This is an optimization exercise on Yosys and OpenROAD, whose aim is small area, not a production implementation.
Function was checked by simulation only, so behaviour that the tests miss may differ from the original.
Power is estimated from default activity; no workload was simulated.

==> v21 <==
Design tpm_fifo_top, start of the top module:
module tpm_fifo_top
(
	input  logic                     clock,
	input  logic                     reset_n,
	input  logic                     req_i,		 
	input  logic                     we_i,
	input  logic [16-1:0]   addr_i,	 
	input  logic [7:0]               wdata_i,
	output logic [7:0]               rdata_o,
	input  logic [6-1:0]   cmd_rd_addr_i,
	output logic [7:0]               cmd_byte_o,
	input  logic                     rsp_we_i,
	input  logic [7:0]               rsp_byte_i,
	output logic                     exec_start_o,
	input  logic                     exec_done_i,
	output logic                     pirq_n_o,
	output logic [5-1:0]  locality_o
);
Settings: LEC_CHECK=0, CAP_MARGIN=10, CORE_MARGIN=2, CORE_UTILIZATION=45, SETUP_SLACK_MARGIN=0.2, SLEW_MARGIN=10, SYNTH_HIERARCHICAL=1; clock period 5.0 ns.
standard.sh (not shown) runs the stock make flow with config.mk's settings and CLKGATE_MAP_FILE= SYNTH_SCRIPT=/design/flow/synth_recipe.tcl, a recipe that flattens the netlist after the stock synthesis.
==> flow/flow/run.sh <==
#!/bin/bash
# Standard ORFS layout (the standard.sh, standard synthesis unchanged) with
# layout-only settings: small port buffers, a clock tree of clkbuf_8 without
# dummy loads, no footprint-locked resizing, plain (not timing-driven) global
# placement. make's output goes to standard.log; each ORFS step keeps its own
# log under orfs/logs.
set -euo pipefail
bash standard.sh \
	"BUFFER_PORTS_ARGS=-buffer_cell sky130_fd_sc_hd__buf_1" \
	"MATCH_CELL_FOOTPRINT=0" \
	"GPL_TIMING_DRIVEN=0" \
	"CTS_ARGS=-sink_clustering_enable -repair_clock_nets -dont_use_dummy_load -buf_list sky130_fd_sc_hd__clkbuf_8 -sink_clustering_size 16 -sink_clustering_max_diameter 60" \
	finish > standard.log 2>&1
==> v25 (differences from v21) <==
--- a/flow/design.v
+++ b/flow/design.v
@@ -21,37 +21,46 @@
 	logic [7:0] cmd_mem [64];
 	logic [7:0] rsp_mem [64];
 	logic [6:0] cmd_cnt;	 
 	logic [6:0] rsp_top;	 
 	logic cmd_take, rsp_take, size_big;
 	logic [8*64-1:0] cmd_flat, rsp_flat;
-	logic [64-1:0] cmd_wr_row, cmd_rd_row, rsp_rd_row;
+	logic [7:0] cmd_wr_hi, cmd_wr_lo, cmd_rd_hi, cmd_rd_lo, rsp_rd_hi, rsp_rd_lo;
 	assign cmd_take = fifo_wr_i && !cmd_complete_o && !cmd_cnt[6];
 	assign rsp_take = rsp_we_i && exec_i && (rsp_top != 7'd63);
 	assign size_big       = (|cmd_mem[2]) || (|cmd_mem[3]) || (|cmd_mem[4]) || cmd_mem[5][7];
 	assign cmd_complete_o = (cmd_cnt >= 6) && !size_big && (cmd_cnt >= {1'b0, cmd_mem[5][6:0]});
 	always_comb
 	begin
+		for (int i = 0; i < 8; i++)
+		begin
+			cmd_wr_hi[i] = (cmd_cnt[5:3] == 3'(i));
+			cmd_wr_lo[i] = (cmd_cnt[2:0] == 3'(i)) && cmd_take;
+			cmd_rd_hi[i] = (cmd_rd_addr_i[5:3] == 3'(i));
+			cmd_rd_lo[i] = (cmd_rd_addr_i[2:0] == 3'(i));
+			rsp_rd_hi[i] = (rsp_top[5:3] == 3'(i));
+			rsp_rd_lo[i] = (rsp_top[2:0] == 3'(i));
+		end
+	end
+	always_comb
+	begin
 		for (int i = 0; i < 64; i++)
 		begin
 			cmd_flat[8 * i +: 8] = cmd_mem[i];
 			rsp_flat[8 * i +: 8] = rsp_mem[i];
 		end
 	end
-	tpm_row_dec_en i_cmd_wr_dec (.idx_i(cmd_cnt[6-1:0]), .en_i(cmd_take), .row_o(cmd_wr_row));
-	tpm_row_dec i_cmd_rd_dec (.idx_i(cmd_rd_addr_i), .row_o(cmd_rd_row));
-	tpm_buf_read i_cmd_read (.row_i(cmd_rd_row), .mem_i(cmd_flat), .byte_o(cmd_byte_o));
+	tpm_buf_read i_cmd_read (.hi_i(cmd_rd_hi), .lo_i(cmd_rd_lo), .mem_i(cmd_flat), .byte_o(cmd_byte_o));
 	always_ff @(posedge clock)
 	begin
 		for (int i = 0; i < 64; i++)
-			if (cmd_wr_row[i])
+			if (cmd_wr_hi[i / 8] && cmd_wr_lo[i % 8])
 				cmd_mem[i] <= wdata_i;
 	end
 	assign rsp_empty_o = rsp_top[6];
-	tpm_row_dec i_rsp_rd_dec (.idx_i(rsp_top[6-1:0]), .row_o(rsp_rd_row));
-	tpm_buf_read i_rsp_read (.row_i(rsp_rd_row), .mem_i(rsp_flat), .byte_o(rdata_o));
+	tpm_buf_read i_rsp_read (.hi_i(rsp_rd_hi), .lo_i(rsp_rd_lo), .mem_i(rsp_flat), .byte_o(rdata_o));
 	always_ff @(posedge clock)
 	begin
 		if (rsp_take)
 		begin
 			rsp_mem[0] <= rsp_byte_i;
 			for (int i = 1; i < 64; i++)
@@ -78,164 +87,56 @@
 				rsp_top <= rsp_top + 1'b1;
 			else if (fifo_rd_i)	 
 				rsp_top <= rsp_top - 1'b1;
 		end
 	end
 endmodule
-module tpm_row_dec
-(
-	input  logic [6-1:0]   idx_i,
-	output logic [64-1:0] row_o
-);
-	logic [6-1:0] idx_n;
-	logic [7:0] hi_n, lo_n;
-	for (genvar k = 0; k < 6; k++)
-	begin : g_inv
-		tpm_inv i_inv (.a_i(idx_i[k]), .y_o(idx_n[k]));
-	end
-	for (genvar v = 0; v < 8; v++)
-	begin : g_pre
-		tpm_nand3 i_hi
-		(
-			.a_i({v[2] ? idx_i[5] : idx_n[5], v[1] ? idx_i[4] : idx_n[4], v[0] ? idx_i[3] : idx_n[3]}),
-			.y_o(hi_n[v])
-		);
-		tpm_nand3 i_lo
-		(
-			.a_i({v[2] ? idx_i[2] : idx_n[2], v[1] ? idx_i[1] : idx_n[1], v[0] ? idx_i[0] : idx_n[0]}),
-			.y_o(lo_n[v])
-		);
-	end
-	for (genvar r = 0; r < 64; r++)
-	begin : g_row
-		tpm_nor2 i_nor2 (.a_i(hi_n[r / 8]), .b_i(lo_n[r % 8]), .y_o(row_o[r]));
-	end
-endmodule
-module tpm_row_dec_en
-(
-	input  logic [6-1:0]   idx_i,
-	input  logic                     en_i,
-	output logic [64-1:0] row_o
-);
-	logic [6-1:0] idx_n;
-	logic [7:0] hi_n, lo_n;
-	logic en_n;
-	for (genvar k = 0; k < 6; k++)
-	begin : g_inv
-		tpm_inv i_inv (.a_i(idx_i[k]), .y_o(idx_n[k]));
-	end
-	tpm_inv i_inv_en (.a_i(en_i), .y_o(en_n));
-	for (genvar v = 0; v < 8; v++)
-	begin : g_pre
-		tpm_nand3 i_hi
-		(
-			.a_i({v[2] ? idx_i[5] : idx_n[5], v[1] ? idx_i[4] : idx_n[4], v[0] ? idx_i[3] : idx_n[3]}),
-			.y_o(hi_n[v])
-		);
-		tpm_nand3 i_lo
-		(
-			.a_i({v[2] ? idx_i[2] : idx_n[2], v[1] ? idx_i[1] : idx_n[1], v[0] ? idx_i[0] : idx_n[0]}),
-			.y_o(lo_n[v])
-		);
-	end
-	for (genvar r = 0; r < 64; r++)
-	begin : g_row
-		tpm_nor3 i_nor3 (.a_i({hi_n[r / 8], lo_n[r % 8], en_n}), .y_o(row_o[r]));
-	end
-endmodule
-module tpm_nor3
-(
-	input  logic [2:0] a_i,
-	output logic       y_o
-);
-	assign y_o = !(|a_i);
-endmodule
-module tpm_nand2
-(
-	input  logic a_i,
-	input  logic b_i,
-	output logic y_o
-);
-	assign y_o = !(a_i && b_i);
-endmodule
-module tpm_inv
-(
-	input  logic a_i,
-	output logic y_o
-);
-	assign y_o = !a_i;
-endmodule
-module tpm_nand3
-(
-	input  logic [2:0] a_i,
-	output logic       y_o
-);
-	assign y_o = !(&a_i);
-endmodule
-module tpm_nor2
-(
-	input  logic a_i,
-	input  logic b_i,
-	output logic y_o
-);
-	assign y_o = !(a_i || b_i);
-endmodule
 module tpm_buf_read
 (
-	input  logic [64-1:0]   row_i,
+	input  logic [7:0] hi_i,
+	input  logic [7:0] lo_i,
 	input  logic [8*64-1:0] mem_i,	 
-	output logic [7:0]                  byte_o
+	output logic [7:0] byte_o
 );
-	for (genvar b = 0; b < 8; b++)
-	begin : g_bit
-		logic [64-1:0] col;
-		for (genvar r = 0; r < 64; r++)
-		begin : g_row
-			assign col[r] = mem_i[8 * r + b];
+	logic [7:0] grp [8];
+	for (genvar g = 0; g < 8; g++)
+	begin : g_grp
+		for (genvar b = 0; b < 8; b++)
+		begin : g_bit
+			tpm_ao8 i_ao8
+			(
+				.sel_i(lo_i),
+				.d_i({mem_i[8 * (8 * g + 7) + b], mem_i[8 * (8 * g + 6) + b],
+				      mem_i[8 * (8 * g + 5) + b], mem_i[8 * (8 * g + 4) + b],
+				      mem_i[8 * (8 * g + 3) + b], mem_i[8 * (8 * g + 2) + b],
+				      mem_i[8 * (8 * g + 1) + b], mem_i[8 * (8 * g) + b]}),
+				.y_o(grp[g][b])
+			);
 		end
-		tpm_ao64 i_ao64 (.sel_i(row_i), .d_i(col), .y_o(byte_o[b]));
 	end
-endmodule
-module tpm_ao64
-(
-	input  logic [63:0] sel_i,
-	input  logic [63:0] d_i,
-	output logic        y_o
-);
-	logic [21:0] n;
-	logic [5:0] p;
-	for (genvar k = 0; k < 21; k++)
-	begin : g_aoi
-		tpm_aoi3 i_aoi3 (.s_i(sel_i[3 * k +: 3]), .d_i(d_i[3 * k +: 3]), .y_o(n[k]));
-	end
-	tpm_nand2 i_nand2_last (.a_i(sel_i[63]), .b_i(d_i[63]), .y_o(n[21]));
-	for (genvar k = 0; k < 5; k++)
-	begin : g_nand4
-		tpm_nand4 i_nand4 (.a_i(n[4 * k +: 4]), .y_o(p[k]));
+	for (genvar b = 0; b < 8; b++)
+	begin : g_out
+		tpm_ao8 i_ao8
+		(
+			.sel_i(hi_i),
+			.d_i({grp[7][b], grp[6][b], grp[5][b], grp[4][b], grp[3][b], grp[2][b], grp[1][b], grp[0][b]}),
+			.y_o(byte_o[b])
+		);
 	end
-	tpm_nand2 i_nand2_p5 (.a_i(n[20]), .b_i(n[21]), .y_o(p[5]));
-	tpm_or6 i_or6 (.a_i(p), .y_o(y_o));
 endmodule
-module tpm_nand4
+module tpm_ao8
 (
-	input  logic [3:0] a_i,
-	output logic       y_o
-);
-	assign y_o = !(&a_i);
-endmodule
-module tpm_or6
-(
-	input  logic [5:0] a_i,
+	input  logic [7:0] sel_i,
+	input  logic [7:0] d_i,
 	output logic       y_o
 );
 	logic [2:0] n;
-	for (genvar k = 0; k < 3; k++)
-	begin : g_nor
-		tpm_nor2 i_nor2 (.a_i(a_i[2 * k]), .b_i(a_i[2 * k + 1]), .y_o(n[k]));
-	end
-	tpm_nand3 i_nand3 (.a_i(n), .y_o(y_o));
+	tpm_aoi3 i_aoi_lo (.s_i(sel_i[2:0]), .d_i(d_i[2:0]), .y_o(n[0]));
+	tpm_aoi3 i_aoi_mid (.s_i(sel_i[5:3]), .d_i(d_i[5:3]), .y_o(n[1]));
+	assign n[2] = !((sel_i[6] && d_i[6]) || (sel_i[7] && d_i[7]));
+	assign y_o = !(&n);
 endmodule
 module tpm_aoi3
 (
 	input  logic [2:0] s_i,
 	input  logic [2:0] d_i,
 	output logic       y_o
@@ -432,15 +333,18 @@
 	always_ff @(posedge clock or negedge reset_n)
 	begin
 		if (!reset_n)
 		begin
 			{glob_en, cr_en, lc_en, da_en} <= 4'b0000;
 			{cr_sts, lc_sts, da_sts} <= 3'b000;
+			{cr_q, da_q} <= 2'b00;
 		end
 		else
 		begin
+			cr_q <= st_ready;
+			da_q <= data_avail;
 			if (int_glob_wr)
 				glob_en <= wdata_i[7];
 			if (int_en_wr)
 			begin
 				cr_en <= wdata_i[7];
 				lc_en <= wdata_i[2];
@@ -449,17 +353,12 @@
 			cr_sts <= (glob_en && cr_en && st_ready && !cr_q) || (cr_sts && !(int_stat_clr && wdata_i[7]));
 			lc_sts <= (glob_en && lc_en && loc_change) || (lc_sts && !(int_stat_clr && wdata_i[2]));
 			da_sts <= (glob_en && da_en && data_avail && !da_q) || (da_sts && !(int_stat_clr && wdata_i[0]));
 		end
 	end
 	assign pirq_n_o = !(cr_sts || lc_sts || da_sts);
-	always_ff @(posedge clock)
-	begin
-		cr_q <= st_ready;
-		da_q <= data_avail;
-	end
 	tpm_data_buffer i_tpm_data_buffer
 	(
 		.clock(clock), .reset_n(reset_n),
 		.clear_i(to_idle), .fifo_wr_i(fifo_wr), .fifo_rd_i(fifo_rd), .wdata_i(wdata_i),
 		.exec_i(st_exec), .rdata_o(fifo_rdata),
 		.cmd_complete_o(cmd_complete), .rsp_empty_o(rsp_empty),
==> flow/flow/run.sh (replaced) <==
#!/bin/bash
# Standard ORFS layout (the standard.sh, standard synthesis unchanged) with
# layout-only settings: small port buffers, a clock tree of clkbuf_8 without
# dummy loads, no footprint-locked resizing, plain (not timing-driven) global
# placement. make's output goes to standard.log; each ORFS step keeps its own
# log under orfs/logs.
set -euo pipefail
bash standard.sh \
	"BUFFER_PORTS_ARGS=-buffer_cell sky130_fd_sc_hd__buf_2" \
	"MATCH_CELL_FOOTPRINT=0" \
	"GPL_TIMING_DRIVEN=0" \
	"CTS_ARGS=-sink_clustering_enable -repair_clock_nets -dont_use_dummy_load -buf_list sky130_fd_sc_hd__clkbuf_8 -sink_clustering_size 15 -sink_clustering_max_diameter 50" \
	finish > standard.log 2>&1
==> flow/config.mk (replaced) <==
export PLATFORM = sky130hd
export DESIGN_NAME = tpm_fifo_top
export DESIGN_NICKNAME = tpm_fifo_top
export VERILOG_FILES = /design/flow/design.v
export SDC_FILE = /design/flow/constraint.sdc
export NUM_CORES = 4
export LEC_CHECK = 0
export CAP_MARGIN = 20
export CORE_MARGIN = 2
export CORE_UTILIZATION = 45
export SLEW_MARGIN = 20
export SYNTH_HIERARCHICAL = 1
==> comparison table <==
|  | v21 | v25 |
|---|---|---|
| Largest fanout on the critical path | 8 | 44 |
| Worst path bufs/invs | 2 | 3 |
| Cell Area, Synth | 0.04043 mm^2 | 0.04036 mm^2 |
| Cell with the biggest individual delay on the critical path | nand3_1 | a222oi_1 |
| Share of total power in sequential cells | 68.8% | 66.1% |
| Number of buffers created by CTS | 86 | 106 |
| Layout cell share with drive strength beyond 1 | 10.42% | 13.43% |
| Critical Path AT | 3.82 ns | 3.72 ns |
| Width of the chip | 303.7 um | 303.5 um |
| Critical path endpoint | cmd_byte_o[4] | cmd_byte_o[6] |
| Met3 demand-to-capacity share in global routing | 3.192% | 4.205% |
| FF-to-FF setup slack | 1.17 ns | 0.67 ns |
| Fraction of standard cell area that is sequential | 73.37% | 72.00% |
| Post-synthesis compound-gate area fraction | 10.22% | 12.10% |
| Post-Route Skew | 0.07222 ns | 0.07961 ns |
| Non-clk invs | 37 | 23 |
| Run status | no timing/DRC/antenna violations | no timing/DRC/antenna violations |
| End-of-flow core utilization | 49.49% | 50.44% |
| Power Internal | 11.42 mW | 11.82 mW |

[re-timing with driven ports]
No port has a modelled driver above. Below, the same layouts with a new extraction and two added sets of constraints.
Step 1: set_driving_cell puts a clkbuf_16 on clock and a buf_2 on each other input, an assumption about the parent block.
Step 2, shift: input delay + t, output delay - t, t = (earliest + latest rising clock arrival at the registers) / 2. This alone moves slack from input paths to output paths.
Slacks: no drivers / after step 1 / after step 2; pairs: no drivers / after step 1.
| run | t (ns) | setup slack, ns | worst setup path at the end | pins driven straight from the clock port |
|---|---|---|---|---|
| v21 | 0.756 | 0.181 / 0.159 / -0.123 | input to register | 1 |
| v25 | 0.780 | 0.285 / 0.238 / -0.113 | input to register | 1 |
Met with ideal ports but missed after step 2: setup timing in v21 and v25. The setup slack of v25, which loses most, moves by -0.047 ns with the drivers and by -0.398 ns with both steps.
